Background: an optimization exercise with open tools, aiming at small area and a short achievable clock period. Do not read the settings as production practice. In this exercise RTL edits were held to simulation tests only and were not proved equivalent to the original. No activity file was given, so power comes from the tool's default toggle rates.

==> flow/design.v <==
package core_pkg;
    localparam int XLEN       = 32;
    localparam int REG_ADDR_W = 5;
    localparam int NUM_REGS   = 1 << REG_ADDR_W;
endpackage
import core_pkg::*;
module reg_file (
    input  logic                            clk,
    input  logic                            rst,
    input  logic [REG_ADDR_W-1:0]           raddr1,
    input  logic [REG_ADDR_W-1:0]           raddr2,
    output logic [XLEN-1:0]                 rd1,
    output logic [XLEN-1:0]                 rd2,
    input  logic [NUM_REGS-1:1]             wen,       
    input  logic [XLEN-1:0]                 wdata
);
    logic [XLEN-1:0] regs [1:NUM_REGS-1];
    logic [XLEN-1:0] rf [0:NUM_REGS-1];
    logic [XLEN-1:0] wd;
    assign wd = rst ? '0 : wdata;
    always_ff @(posedge clk) begin
        for (int i = 1; i < NUM_REGS; i++)
            if (rst || wen[i])
                regs[i] <= wd;
    end
    always_comb begin
        rf[0] = '0;
        for (int i = 1; i < NUM_REGS; i++)
            rf[i] = regs[i];
    end
    assign rd1 = rf[raddr1];
    assign rd2 = rf[raddr2];
endmodule
import core_pkg::*;
module rv_slice_top (
    input  logic                            clk,
    input  logic                            rst,
    input  logic                            instr_valid,
    input  logic [31:0]                     instr,
    input  logic [core_pkg::XLEN-1:0]       pc,
    input  logic [core_pkg::XLEN-1:0]       mem_rdata,
    output logic                            mem_re,
    output logic                            mem_we,
    output logic [core_pkg::XLEN-1:0]       mem_addr,
    output logic [core_pkg::XLEN-1:0]       mem_wdata,
    output logic [1:0]                      mem_size,
    output logic                            redirect_valid,
    output logic [core_pkg::XLEN-1:0]       redirect_pc,
    output logic                            wb_valid,
    output logic [core_pkg::REG_ADDR_W-1:0] wb_rd,
    output logic [core_pkg::XLEN-1:0]       wb_data
);
    logic [XLEN-1:0]       X, Y, Z;
    logic [20:1]           pimm;
    logic [4:0]            shamt;
    logic                  e_wr, e_load, e_store, e_br, e_jal, e_jalr;
    logic [REG_ADDR_W-1:0] e_rd;
    logic [2:0]            e_f3;
    logic                  e_sub, e_signed, e_sra;
    logic                  e_sum, e_lt, e_xor, e_or, e_and, e_sr, e_sl, e_link;
    logic [XLEN-1:0]       R, S;
    logic                  r_wr, r_load, r_store;
    logic [REG_ADDR_W-1:0] r_rd;
    logic [2:0]            r_f3;
    logic                  r_redirect;
    logic [NUM_REGS-1:1]   r_wen;       
    logic [XLEN-1:0]       W;
    logic                  w_valid;
    logic [REG_ADDR_W-1:0] w_rd;
    logic [XLEN-1:0]       xf, yf, zf, sum, sh, sh_rev, alu, alu_o, P, L, Pimm;
    logic [33:0]           add34;
    logic                  xe, ye, lt, eq, taken;
    logic [7:0]            lane_b;
    logic [15:0]           lane_h;
    logic [XLEN-1:0]       load_val, wd;
    logic [4:0] opc, rs1, rs2, rd;
    logic [2:0] f3;
    logic       is_load, is_store, is_op, is_opimm, is_lui, is_auipc;
    logic       is_br, is_jal, is_jalr, is_jump, opx;
    logic       wr, use1, useY;
    logic       hitE1, hitW1, hitE2, hitW2;
    logic       sE1, sW1, sE2, sW2;
    logic [XLEN-1:0] rd1f, rd2f, rd2o;
    logic       fs1, fs2, gY, fY_p, fY_n, gZ;
    logic [XLEN-1:0] rd1, rd2, imm;
    logic [2:0] alu_f3;
    logic       sub_d;
    assign opc = instr[6:2];
    assign f3  = instr[14:12];
    assign rs1 = instr[19:15];
    assign rs2 = instr[24:20];
    assign rd  = instr[11:7];
    assign is_br    =  opc[4] & ~opc[0];
    assign is_jalr  =  opc[4] &  opc[0] & ~opc[1];
    assign is_jal   =  opc[1];
    assign is_jump  =  opc[4] &  opc[0];
    assign is_lui   =  opc[3] &  opc[2] &  opc[0];
    assign is_auipc = ~opc[3] &  opc[2] &  opc[0];
    assign is_opimm = ~opc[3] &  opc[2] & ~opc[0];
    assign is_op    =  opc[3] &  opc[2] & ~opc[0];
    assign is_load  = ~opc[4] & ~opc[3] & ~opc[2];
    assign is_store = ~opc[4] &  opc[3] & ~opc[2];
    assign opx      = opc[2] & ~opc[0] & ~opc[4];   
    assign wr   = ~is_br & ~is_store & (rd != '0);
    assign use1 = ~(opc[2] & opc[0]);               
    assign useY = is_op | is_br;
    assign hitE1 = e_wr && e_rd == rs1;
    assign hitW1 = r_wr && r_rd == rs1;
    assign hitE2 = e_wr && e_rd == rs2;
    assign hitW2 = r_wr && r_rd == rs2;
    assign sE1   = hitE1 & use1;
    assign sW1   = hitW1 & ~hitE1 & use1;
    assign sE2   = hitE2;
    assign sW2   = hitW2 & ~hitE2;
    assign fs1  = sE1 & e_sum;
    assign fs2  = sE2 & e_sum;
    assign rd1f = (rd1 & {XLEN{use1 & ~hitE1 & ~hitW1}}) | (alu_o & {XLEN{sE1}}) | (wd & {XLEN{sW1}});
    assign rd2o = (rd2 & {XLEN{~hitE2 & ~hitW2}}) | (alu_o & {XLEN{sE2}}) | (wd & {XLEN{sW2}});
    assign rd2f = rd2o | (sum & {XLEN{fs2}});
    assign gY   = useY & ~fs2;
    assign fY_p = useY & fs2 & ~sub_d;
    assign fY_n = useY & fs2 & sub_d;
    assign gZ   = is_store & ~fs2;
    always_comb begin
        if (is_lui | is_auipc)
            imm = {instr[31:12], 12'b0};
        else if (is_jal)
            imm = {{12{instr[31]}}, instr[19:12], instr[20], instr[30:21], 1'b0};
        else if (is_store)
            imm = {{21{instr[31]}}, instr[30:25], instr[11:7]};
        else
            imm = {{21{instr[31]}}, instr[30:20]};
    end
    assign alu_f3 = opx ? f3 : 3'b000;
    assign sub_d  = is_br | (is_op & f3 == 3'b000 & instr[30]) | (opx & f3[2:1] == 2'b01);
    reg_file u_regs (
        .clk, .rst,
        .raddr1 (rs1), .raddr2 (rs2), .rd1, .rd2,
        .wen   (r_wen),
        .wdata (wd)
    );
    always_ff @(posedge clk) begin
        X    <= rd1f | (sum & {XLEN{fs1}}) | (pc & {XLEN{is_auipc}});
        Y    <= (sum & {XLEN{fY_p}}) | (~sum & {XLEN{fY_n}})
              | ((rd2o ^ {XLEN{sub_d}}) & {XLEN{gY}})
              | ((imm ^ {XLEN{sub_d}}) & {XLEN{~useY}});
        Z    <= (sum & {XLEN{is_store & fs2}}) | (rd2o & {XLEN{gZ}})
              | ({pc[31:2], 2'b00} & {XLEN{~is_store}});
        pimm <= is_br ? {{9{instr[31]}}, instr[7], instr[30:25], instr[11:8]}
                      : {instr[31], instr[19:12], instr[20], instr[30:21]};
        shamt <= useY ? rd2f[4:0] : instr[24:20];    
        e_rd <= rd;
        e_f3 <= f3;
        e_sub    <= sub_d;
        e_signed <= opx ? ~f3[0] : ~f3[1];
        e_sra    <= instr[30];
        e_sum  <= alu_f3 == 3'b000 & ~is_jump;
        e_sl   <= alu_f3 == 3'b001;
        e_lt   <= alu_f3[2:1] == 2'b01;
        e_xor  <= alu_f3 == 3'b100;
        e_sr   <= alu_f3 == 3'b101;
        e_or   <= alu_f3 == 3'b110;
        e_and  <= alu_f3 == 3'b111;
        e_link <= is_jump;
    end
    always_ff @(posedge clk) begin
        if (rst) begin
            e_wr    <= 1'b0;
            e_load  <= 1'b0;
            e_store <= 1'b0;
            e_br    <= 1'b0;
            e_jal   <= 1'b0;
            e_jalr  <= 1'b0;
        end else begin
            e_wr    <= instr_valid & wr;
            e_load  <= instr_valid & is_load;
            e_store <= instr_valid & is_store;
            e_br    <= instr_valid & is_br;
            e_jal   <= instr_valid & is_jal;
            e_jalr  <= instr_valid & is_jalr;
        end
    end
    assign xf = X;
    assign yf = Y;
    assign zf = Z;
    assign xe    = e_signed & xf[31];
    assign ye    = ~e_signed | yf[31];
    assign add34 = {xe, xf, 1'b1} + {ye, yf, e_sub};
    assign sum   = add34[32:1];
    assign lt    = add34[33];
    assign eq    = &(xf ^ yf);    
    assign sh     = 32'($signed({e_sra & xf[31], xf}) >>> shamt);
    assign sh_rev = xf << shamt;
    assign Pimm = {{11{pimm[20]}}, pimm, 1'b0};
    assign P    = {Z[31:2] + Pimm[31:2], Pimm[1:0]};
    assign L    = {Z[31:2] + 30'd1, 2'b00};
    assign alu_o = ({31'b0, lt}  & {XLEN{e_lt}})
               | ((xf ^ yf)    & {XLEN{e_xor}})
               | ((xf | yf)    & {XLEN{e_or}})
               | ((xf & yf)    & {XLEN{e_and}})
               | (sh           & {XLEN{e_sr}})
               | (sh_rev       & {XLEN{e_sl}})
               | (L            & {XLEN{e_link}});
    assign alu   = (sum & {XLEN{e_sum}}) | alu_o;
    assign taken = e_jal | e_jalr | (e_br & (e_f3[0] ^ (e_f3[2] ? lt : eq)));
    always_ff @(posedge clk) begin
        R    <= alu;
        S    <= e_jalr ? {sum[31:1], 1'b0} : (e_jal | e_br) ? P : zf;
        r_rd <= e_rd;
        r_f3 <= e_f3;
    end
    always_ff @(posedge clk) begin
        if (rst) begin
            r_wr       <= 1'b0;
            r_load     <= 1'b0;
            r_store    <= 1'b0;
            r_redirect <= 1'b0;
            r_wen      <= '0;
        end else begin
            for (int i = 1; i < NUM_REGS; i++)
                r_wen[i] <= e_wr && e_rd == i[REG_ADDR_W-1:0];
            r_wr       <= e_wr;
            r_load     <= e_load;
            r_store    <= e_store;
            r_redirect <= taken;
        end
    end
    assign lane_b = mem_rdata[{R[1:0], 3'b000} +: 8];
    assign lane_h = R[1] ? mem_rdata[31:16] : mem_rdata[15:0];
    always_comb begin
        if (r_f3[1])
            load_val = mem_rdata;
        else if (r_f3[0])
            load_val = {{16{~r_f3[2] & lane_h[15]}}, lane_h};
        else
            load_val = {{24{~r_f3[2] & lane_b[7]}}, lane_b};
    end
    assign wd = r_load ? load_val : R;
    always_ff @(posedge clk) begin
        W    <= wd;
        w_rd <= r_rd;
        if (rst)
            w_valid <= 1'b0;
        else
            w_valid <= r_wr;
    end
    assign mem_re         = r_load;
    assign mem_we         = r_store;
    assign mem_addr       = R;
    assign mem_wdata      = S;
    assign mem_size       = r_f3[1:0];
    assign redirect_valid = r_redirect;
    assign redirect_pc    = S;
    assign wb_valid       = w_valid;
    assign wb_rd          = w_rd;
    assign wb_data        = W;
endmodule
Settings: LEC_CHECK=0, CAP_MARGIN=20, CELL_PAD_IN_SITES_DETAIL_PLACEMENT=1, CELL_PAD_IN_SITES_GLOBAL_PLACEMENT=2, CORE_MARGIN=2, CORE_UTILIZATION=45, SETUP_SLACK_MARGIN=2.6, SLEW_MARGIN=20; clock period 6.0 ns.
standard.sh (not shown) runs the stock make flow with config.mk's settings and CLKGATE_MAP_FILE= SYNTH_SCRIPT=/design/flow/synth_recipe.tcl, a recipe that flattens the netlist after the stock synthesis.
==> flow/flow/run.sh <==
#!/bin/bash
set -euo pipefail
bash standard.sh 'BUFFER_PORTS_ARGS=-buffer_cell sky130_fd_sc_hd__buf_1' finish > make_finish.log 2>&1
Edit:
--- a/flow/design.v
+++ b/flow/design.v
@@ -10,18 +10,19 @@
     input  logic [REG_ADDR_W-1:0]           raddr1,
     input  logic [REG_ADDR_W-1:0]           raddr2,
     output logic [XLEN-1:0]                 rd1,
     output logic [XLEN-1:0]                 rd2,
-    input  logic [NUM_REGS-1:1]             wen,       
+    input  logic                            we,
+    input  logic [REG_ADDR_W-1:0]           waddr,
     input  logic [XLEN-1:0]                 wdata
 );
     logic [XLEN-1:0] regs [1:NUM_REGS-1];
     logic [XLEN-1:0] rf [0:NUM_REGS-1];
     logic [XLEN-1:0] wd;
     assign wd = rst ? '0 : wdata;
     always_ff @(posedge clk) begin
         for (int i = 1; i < NUM_REGS; i++)
-            if (rst || wen[i])
+            if (rst || (we && waddr == i[REG_ADDR_W-1:0]))
                 regs[i] <= wd;
     end
     always_comb begin
         rf[0] = '0;
@@ -62,9 +63,8 @@
     logic                  r_wr, r_load, r_store;
     logic [REG_ADDR_W-1:0] r_rd;
     logic [2:0]            r_f3;
     logic                  r_redirect;
-    logic [NUM_REGS-1:1]   r_wen;       
     logic [XLEN-1:0]       W;
     logic                  w_valid;
     logic [REG_ADDR_W-1:0] w_rd;
     logic [XLEN-1:0]       xf, yf, zf, sum, sh, sh_rev, alu, alu_o, P, L, Pimm;
@@ -135,9 +135,10 @@
     assign sub_d  = is_br | (is_op & f3 == 3'b000 & instr[30]) | (opx & f3[2:1] == 2'b01);
     reg_file u_regs (
         .clk, .rst,
         .raddr1 (rs1), .raddr2 (rs2), .rd1, .rd2,
-        .wen   (r_wen),
+        .we    (r_wr),
+        .waddr (r_rd),
         .wdata (wd)
     );
     always_ff @(posedge clk) begin
         X    <= rd1f | (sum & {XLEN{fs1}}) | (pc & {XLEN{is_auipc}});
@@ -214,12 +215,9 @@
             r_wr       <= 1'b0;
             r_load     <= 1'b0;
             r_store    <= 1'b0;
             r_redirect <= 1'b0;
-            r_wen      <= '0;
         end else begin
-            for (int i = 1; i < NUM_REGS; i++)
-                r_wen[i] <= e_wr && e_rd == i[REG_ADDR_W-1:0];
             r_wr       <= e_wr;
             r_load     <= e_load;
             r_store    <= e_store;
             r_redirect <= taken;
The changed run ran to the end with no violations.
Setup slack degrades by 120 ps.
Core utilization came out higher by 0.91 points.
Power came out lower by 2.3%.
First-iteration DRC count came out higher by 0.75%.
Worst hold slack improves by 11 ps.
Final area came out lower by 2.5%.
Die area came out lower by 3.9%.
Synthesized area came out lower by 3.9%.

## port drivers added, routing unchanged
Ports are ideal in the flow. The routed layouts listed here were re-timed in OpenROAD.
Step 1: set_driving_cell puts a clkbuf_16 on clk and a buf_2 on each other input, an assumption about the parent block.
Step 2 also shifts input and output timing later by t, the mid clock arrival at the registers, as if the neighbouring blocks saw the same clock.
Three values: ideal ports, drivers, drivers and shift; two values: the first two.
run | t, ns | slack for setup (ns) | hold WS [ns] | clock arrival spread, ns | worst register clock-pin slew, ns
the first run | 0.924 | 2.424 / 2.424 / 1.624 | 0.330 / 0.330 / 0.330 | 0.062 / 0.062 | 0.07 / 0.07
the second run | 0.897 | 2.306 / 2.306 / 1.608 | 0.340 / 0.340 / 0.340 | 0.051 / 0.050 | 0.07 / 0.07
After both steps setup and hold are still met in every run listed. The setup slack of the first run, which loses most, moves by 0.000 ns with the drivers and by -0.800 ns with both steps.
